What follows belongs to an exercise in optimizing a design on an open flow for a short achievable clock period and few clock cycles per item; a production flow would make more cautious choices. Function was checked by simulation only, so behaviour that the tests miss may differ from the original. Power is estimated from default activity; no workload was simulated.

==> exp/sierra <==
## rvAluCore
module rvAluCore (
    input  logic                       clock,
    input  logic                       arstN,
    input  logic                       instrValid,
    output logic                       instrReady,
    input  logic [32-1:0]        instr,
    input  logic                       retireReady,
    output logic                       retireValid,
    output logic [5-1:0]  retireRd,
    output logic [32-1:0]        retireData,
    output logic                       retireWrite,
    output logic                       retireIllegal
);
clock: 6.0 ns
lec_check: 0
abc_clock_period_in_ps: 1500
cap_margin: 20
core_margin: 2
core_utilization: 65
setup_slack_margin: 3.6
slew_margin: 20
run.sh (not shown) runs the stock make flow with config.mk's settings and CLKGATE_MAP_FILE= SYNTH_SCRIPT=/design/flow/synth_recipe.tcl, a recipe that flattens the netlist after the stock synthesis.
==> inputs of exp/harbor, as changes to exp/sierra <==
--- a/flow/design.v
+++ b/flow/design.v
@@ -197,40 +197,19 @@
     for (genvar k = 0; k < 5; k++) begin : g_ks
         localparam int D = 1 << k;
         assign gk[k+1] = gk[k] | (pk[k] & {gk[k][31-D:0], {D{1'b0}}});
         assign pk[k+1] = pk[k] & {pk[k][31-D:0], {D{1'b1}}};
     end
     assign c = {gk[5], dSub};
     assign a    = (r & dA1) | (~r & dA0);
     assign sh   = (r[4:0] & dS1) | (~r[4:0] & dS0);
-    logic [31:0] sl1, sl2, sr1, sr2;
-    logic [63:0] fx0, fx1, fx2;
+    assign sll  = a << sh;
     assign fill = dSra && a[31];
-    assign fx0  = {{32{fill}}, a};
-    always_comb begin
-        case (sh[1:0])
-            2'd0:    begin sl1 = a;      sr1 = fx0[31:0]; end
-            2'd1:    begin sl1 = a << 1; sr1 = fx0[32:1]; end
-            2'd2:    begin sl1 = a << 2; sr1 = fx0[33:2]; end
-            default: begin sl1 = a << 3; sr1 = fx0[34:3]; end
-        endcase
-    end
-    assign fx1 = {{32{fill}}, sr1};
-    always_comb begin
-        case (sh[3:2])
-            2'd0:    begin sl2 = sl1;       sr2 = fx1[31:0];  end
-            2'd1:    begin sl2 = sl1 << 4;  sr2 = fx1[35:4];  end
-            2'd2:    begin sl2 = sl1 << 8;  sr2 = fx1[39:8];  end
-            default: begin sl2 = sl1 << 12; sr2 = fx1[43:12]; end
-        endcase
-    end
-    assign fx2 = {{32{fill}}, sr2};
-    assign sll = sh[4] ? (sl2 << 16) : sl2;
-    assign sr  = sh[4] ? fx2[47:16] : sr2;
+    assign sr   = 32'($signed({fill, a}) >>> sh);
     assign other = ({32{dSelSll}} & sll) | ({32{dSelSr}} & sr) | lg;
     assign res = ({32{dSelArith}} & (p ^ c[31:0])) | other;
     always_ff @(posedge clock or negedge arstN) begin
         if (!arstN) begin
             rV  <= 1'b0;
             rWr <= 1'b0;
         end else begin
             rV  <= dV;
==> inputs of exp/pepper, as changes to exp/sierra <==
--- a/flow/design.v
+++ b/flow/design.v
@@ -197,40 +197,19 @@
     for (genvar k = 0; k < 5; k++) begin : g_ks
         localparam int D = 1 << k;
         assign gk[k+1] = gk[k] | (pk[k] & {gk[k][31-D:0], {D{1'b0}}});
         assign pk[k+1] = pk[k] & {pk[k][31-D:0], {D{1'b1}}};
     end
     assign c = {gk[5], dSub};
     assign a    = (r & dA1) | (~r & dA0);
     assign sh   = (r[4:0] & dS1) | (~r[4:0] & dS0);
-    logic [31:0] sl1, sl2, sr1, sr2;
-    logic [63:0] fx0, fx1, fx2;
+    assign sll  = a << sh;
     assign fill = dSra && a[31];
-    assign fx0  = {{32{fill}}, a};
-    always_comb begin
-        case (sh[1:0])
-            2'd0:    begin sl1 = a;      sr1 = fx0[31:0]; end
-            2'd1:    begin sl1 = a << 1; sr1 = fx0[32:1]; end
-            2'd2:    begin sl1 = a << 2; sr1 = fx0[33:2]; end
-            default: begin sl1 = a << 3; sr1 = fx0[34:3]; end
-        endcase
-    end
-    assign fx1 = {{32{fill}}, sr1};
-    always_comb begin
-        case (sh[3:2])
-            2'd0:    begin sl2 = sl1;       sr2 = fx1[31:0];  end
-            2'd1:    begin sl2 = sl1 << 4;  sr2 = fx1[35:4];  end
-            2'd2:    begin sl2 = sl1 << 8;  sr2 = fx1[39:8];  end
-            default: begin sl2 = sl1 << 12; sr2 = fx1[43:12]; end
-        endcase
-    end
-    assign fx2 = {{32{fill}}, sr2};
-    assign sll = sh[4] ? (sl2 << 16) : sl2;
-    assign sr  = sh[4] ? fx2[47:16] : sr2;
+    assign sr   = 32'($signed({fill, a}) >>> sh);
     assign other = ({32{dSelSll}} & sll) | ({32{dSelSr}} & sr) | lg;
     assign res = ({32{dSelArith}} & (p ^ c[31:0])) | other;
     always_ff @(posedge clock or negedge arstN) begin
         if (!arstN) begin
             rV  <= 1'b0;
             rWr <= 1'b0;
         end else begin
             rV  <= dV;
Settings changed: CORE_UTILIZATION 65 to 55, SETUP_SLACK_MARGIN 3.6 to 3.3.
==> notes <==
Clock skew: exp/harbor > exp/sierra > exp/pepper.
The lowest global-route usage belongs to exp/pepper, the highest to exp/sierra.
The highest register-to-register slack belongs to exp/harbor, the lowest to exp/sierra.
In synthesized cell count, exp/harbor and exp/sierra hardly differ.
Wire length: exp/harbor < exp/sierra < exp/pepper.
The lowest count of clock-buffer cells in the layout belongs to exp/harbor, the highest to exp/pepper.
Between exp/pepper and exp/sierra, the lower die area is in exp/sierra (gap about 20%, measured against exp/sierra).
exp/pepper finished clean. exp/sierra ran to the end with no violations. exp/harbor finished clean.
In flip-flop and latch count, exp/harbor and exp/sierra do not differ.
==> figures <==
Run status: exp/harbor complete, no violations; exp/sierra complete, no violations; exp/pepper complete, no violations
DR iter-0 viols: exp/harbor 12,600; exp/sierra 12,900; exp/pepper 11,200
Standard cell core area: exp/harbor 134,000 sq um; exp/sierra 133,000 sq um; exp/pepper 159,000 sq um
Non-CTS buffers: exp/harbor 392; exp/sierra 422; exp/pepper 339
R2R setup slack: exp/harbor 3.20 ns; exp/sierra 3.06 ns; exp/pepper 3.15 ns
Worst R2R Start: exp/harbor rFwd[1]; exp/sierra rFwd[1]; exp/pepper rFwd[0]
Combinational share of power: exp/harbor 10.0%; exp/sierra 10.5%; exp/pepper 9.2%
Critical Path Slowest Stage Cell: exp/harbor sky130_fd_sc_hd__dfxtp_4; exp/sierra sky130_fd_sc_hd__dfxtp_4; exp/pepper sky130_fd_sc_hd__mux2_8
Post-synthesis simple-gate area fraction: exp/harbor 5.17%; exp/sierra 5.40%; exp/pepper 5.17%
Register area share after synthesis: exp/harbor 53.5%; exp/sierra 53.9%; exp/pepper 53.5%
Sum of routed wire length over all layers: exp/harbor 343,000 um; exp/sierra 347,000 um; exp/pepper 355,000 um
Final critical-path required period: exp/harbor 2.80 ns; exp/sierra 2.94 ns; exp/pepper 2.85 ns
Worst-skew pair later-pin latency: exp/harbor 0.86 ns; exp/sierra 0.85 ns; exp/pepper 0.85 ns
Largest voltage drop on the vdd net: exp/harbor 0.000374 V; exp/sierra 0.000308 V; exp/pepper 0.000320 V
Net load switching power: exp/harbor 7420 uW; exp/sierra 7360 uW; exp/pepper 7270 uW
Count of clock-net buffers in the final layout: exp/harbor 267; exp/sierra 271; exp/pepper 300
Final net count: exp/harbor 7,253; exp/sierra 7,292; exp/pepper 7,211
Multiplexer fraction of the synthesized cell area: exp/harbor 19.9%; exp/sierra 18.9%; exp/pepper 19.9%
Testbench counts of exp/sierra, summed over its fixed seeds: cycles 16,040, items 16,000.
Testbench counts of exp/harbor, summed over its fixed seeds: cycles 16,040, items 16,000.
Testbench counts of exp/pepper, summed over its fixed seeds: cycles 16,040, items 16,000.

re-timing with driven ports:
The results above use ideal ports. As a check the final layouts listed here were re-extracted and re-timed, cells and wires unchanged.
Step 1 assumes that a clkbuf_16 drives the clock port and a buf_2 every other input.
Step 2 also shifts input and output timing later by t, the mid clock arrival at the registers, as if the neighbouring blocks saw the same clock.
Slacks: no drivers / after step 1 / after step 2; pairs: no drivers / after step 1.
run | shift t [ns] | slack for setup (ns) | hold slack, ns | worst setup path after step 2 | worst data-port slew with drivers (ns)
exp/sierra | 0.917 | 3.063 / 3.063 / 2.750 | 0.327 / 0.327 / 0.327 | input to register | 0.07
exp/harbor | 0.916 | 3.200 / 3.200 / 2.870 | 0.329 / 0.329 / 0.329 | input to register | 0.05
exp/pepper | 0.927 | 3.150 / 3.150 / 2.722 | 0.326 / 0.326 / 0.326 | input to register | 0.05
After both steps setup and hold are still met in every run listed. For exp/pepper, which loses most, drivers alone change the setup slack by 0.000 ns; drivers and shift together by -0.428 ns.
